What follows belongs to an exercise in optimizing a design on an open flow for small area; a production flow would make more cautious choices.
Power figures rest on the tool's default switching activity, not on a simulated workload.

Setup of lane 1:
// seqTop
module seqTop #(
	parameter logic [seqPkg::ADDR_W-1:0] START_ADDR_RESET = 16'hFFFF
) (
	input  logic              wClk_i,
	input  logic              rst_i,
	input  logic [seqPkg::ADDR_W-1:0] startAddr_i,
	input  logic              startTrig_i,
	input  logic              stopTrig_i,
	input  logic              lineTrig_i,
	input  logic              pmt_i,
	input  logic [seqPkg::DATA_W-1:0] memRdData_i,
	output logic              busy_o,
	output logic [seqPkg::ADDR_W-1:0] memAddr_o,
	output logic [seqPkg::DATA_W-1:0] memWrData_o,
	output logic              memWe_o,
	output logic [7:0]        shutter_o
);
Size in the first run: ~1600 cells after synthesis, roughly 150 flip-flops, about 110 I/O pins.
Settings: LEC_CHECK=0, CAP_MARGIN=20, CORE_MARGIN=2, CORE_UTILIZATION=40, SLEW_MARGIN=20; clock period 8.0 ns.
standard.sh (not shown) runs the stock make flow with config.mk's settings and CLKGATE_MAP_FILE= SYNTH_SCRIPT=/design/flow/synth_recipe.tcl, a recipe that flattens the netlist after the stock synthesis.
==> flow/flow/run.sh <==
#!/bin/bash
# Own layout flow: the standard ORFS flow (standard.sh) with
#  - Yosys's ABC mapping run with flow/area.abc instead of ORFS's speed script
#    (registers are mapped before ABC runs, so they are the standard synthesis's),
#  - sky130_fd_sc_hd__buf_1 as the port buffer,
#  - CTS without dummy loads, with clkbuf_8 below a clkbuf_16 root.
# Each step's full output is in orfs/logs/; make's output is in flow.log.
set -euo pipefail
HERE=$PWD
export MY_ABC_SCRIPT=$HERE/flow/area.abc
{
	cat <<'EOT'
proc abc {args} {
	set i [lsearch $args -script]
	if {$i >= 0} { lset args [expr {$i + 1}] $::env(MY_ABC_SCRIPT) }
	yosys abc {*}$args
}
EOT
	cat synth_recipe.tcl
} > my_synth.tcl
sed "s#SYNTH_SCRIPT=[^ ]*#SYNTH_SCRIPT=$HERE/my_synth.tcl#" standard.sh > my_standard.sh
export BUFFER_PORTS_ARGS="-buffer_cell sky130_fd_sc_hd__buf_1"
export CTS_ARGS="-sink_clustering_enable -repair_clock_nets -dont_use_dummy_load -root_buf sky130_fd_sc_hd__clkbuf_16 -buf_list sky130_fd_sc_hd__clkbuf_8"
bash my_standard.sh > flow.log 2>&1
==> flow/flow/area.abc <==
strash
&get -n
&fraig -x
&put
scorr
dc2
balance
rewrite
refactor
balance
rewrite
rewrite -z
balance
refactor -z
rewrite -z
balance
strash
&get -n
&dch -f
&nf -p -R 1000
&put
buffer -c
topo
stime -c
upsize -c
dnsize -c
Lane 1 | status: complete | timing, DRC, antenna: pass
Input changes introduced in lane 2 (baseline for comparison: lane 1):
diff --git a/flow/design.v b/flow/design.v
--- a/flow/design.v
+++ b/flow/design.v
@@ -224,46 +224,37 @@
 	end
 	logic [31:0] operand;
 	assign operand = edv ? memRdData_i : {9'h0, ib[22:0]};
 	logic        useI, useB, inv, cin;
 	logic [31:0] aIn, bIn;
 	logic [32:0] sum;
 	logic        c16, zLo, zHi;
 	logic        cntRun;
 	assign cntRun = wb & kCnt;
-	logic        xUseI, xUseB, xInv, xCin, xShr;
-	always_ff @(posedge wClk_i)
-	begin
-		xUseI <= ~rst_i & take & (dAddI | dSubI | dIncI | dDecI | dCmpI);
-		xUseB <= ~rst_i & take & (dAdd | dSub | dCmp | dAddI | dSubI | dCmpI | dAnd);
-		xInv  <= ~rst_i & take & (dSub | dCmp | dSubI | dCmpI | dDec | dDecI);
-		xCin  <= ~rst_i & take & (dSub | dCmp | dSubI | dCmpI | dInc | dIncI);
-		xShr  <= dShr;
-	end
-	assign useI = xUseI;
-	assign useB = xUseB;
-	assign inv  = xInv;
-	assign cin  = exS ? xCin : pmt_i;
-	assign aIn  = {wReg[31:16], useI ? iReg : wReg[15:0]};
-	assign bIn  = (useB ? operand : 32'h0) ^ {32{inv}};
+	assign useI = dAddI | dSubI | dIncI | dDecI | dCmpI;
+	assign useB = dAdd | dSub | dCmp | dAddI | dSubI | dCmpI | dAnd;
+	assign inv  = exS & (dSub | dCmp | dSubI | dCmpI | dDec | dDecI);
+	assign cin  = exS ? (dSub | dCmp | dSubI | dCmpI | dInc | dIncI) : pmt_i;
+	assign aIn  = {wReg[31:16], (exS & useI) ? iReg : wReg[15:0]};
+	assign bIn  = ((exS & useB) ? operand : 32'h0) ^ {32{inv}};
 	assign sum  = {1'b0, aIn} + {1'b0, bIn} + {32'h0, cin};
 	assign c16  = sum[16] ^ aIn[16] ^ bIn[16];
-	assign zLo  = sum[15:0] == 16'h0;
-	assign zHi  = sum[31:16] == 16'h0;
+	assign zLo  = &(aIn[15:0] ^ bIn[15:0]);
+	assign zHi  = &(aIn[31:16] ^ bIn[31:16]);
 	logic [31:0] shIn, shOut, shRes;
 	logic        shBig;
 	always_comb
 	begin
 		for (int k = 0; k < 32; k++)
-			shIn[k] = xShr ? wReg[31-k] : wReg[k];
+			shIn[k] = dShr ? wReg[31-k] : wReg[k];
 		shOut = shIn << operand[4:0];
 		for (int k = 0; k < 32; k++)
-			shRes[k] = xShr ? shOut[31-k] : shOut[k];
+			shRes[k] = dShr ? shOut[31-k] : shOut[k];
 	end
 	assign shBig = |operand[31:5];
 	logic [1:0] newFlag;
 	always_comb
 	begin
 		if (dCmpI)
 			newFlag = zLo ? 2'd0 : (c16 ? 2'd1 : 2'd2);
 		else
 			newFlag = (zLo & zHi) ? 2'd0 : (sum[32] ? 2'd1 : 2'd2);
### Flow results
Summary of lane 2 over lane 1: part of the total power dissipated in combinational logic now sits lower; count of different cell masters after synthesis dropped 1; critical path depth shows an increase of about 40%; async set-reset flop share out of synthesis held steady; global-route wire length before repair climbed about 2.8%. For lane 2, the origin of the worst setup path was ib[24], unlike lane 1, where it was memRdData_i[0]. In lane 2, final standard cell area without fillers is higher than in lane 1. NOTE power lane 1->lane 2 decreased by more than 10%. When the final numbers for lane 2 and lane 1 were put side by side, the clock slew at the register clock pins of the worst setup and hold paths turned out to be greater in lane 2. Lane 2 and lane 1 ended up with nearly the same synthesized cell count. Shortest period the worst path allows, lane 2 and lane 1: higher on lane 2.
Function was not checked in any run of this note: the RTL went through the layout flow alone.

what the ideal ports hide:
No port has a modelled driver above. Below, the same layouts with a new extraction and two added sets of constraints. Step 1 sets driving cells, clkbuf_16 on the clock port and buf_2 on the other inputs (assumed; they add their load-dependent delay and slew). Step 2 moves the port delays by t, midway between the first and last clock arrival at a register: inputs arrive t later, outputs are due t later. That takes back most of the time a late clock gives input paths. Slacks: no drivers / after step 1 / after step 2; pairs: no drivers / after step 1.
run | shift t [ns] | slack for setup (ns) | clock arrival spread, ns | slew at the worst register clock pin (ns) | worst data-port slew with drivers (ns)
lane 1 | 0.432 | 0.461 / 0.490 / 0.058 | 0.028 / 0.028 | 0.09 / 0.09 | 0.04
lane 2 | 0.440 | 0.370 / 0.370 / 0.086 | 0.031 / 0.031 | 0.10 / 0.10 | 0.04
After both steps setup and hold are still met in every run listed. For lane 1, which loses most, drivers alone change the setup slack by +0.029 ns; drivers and shift together by -0.403 ns.
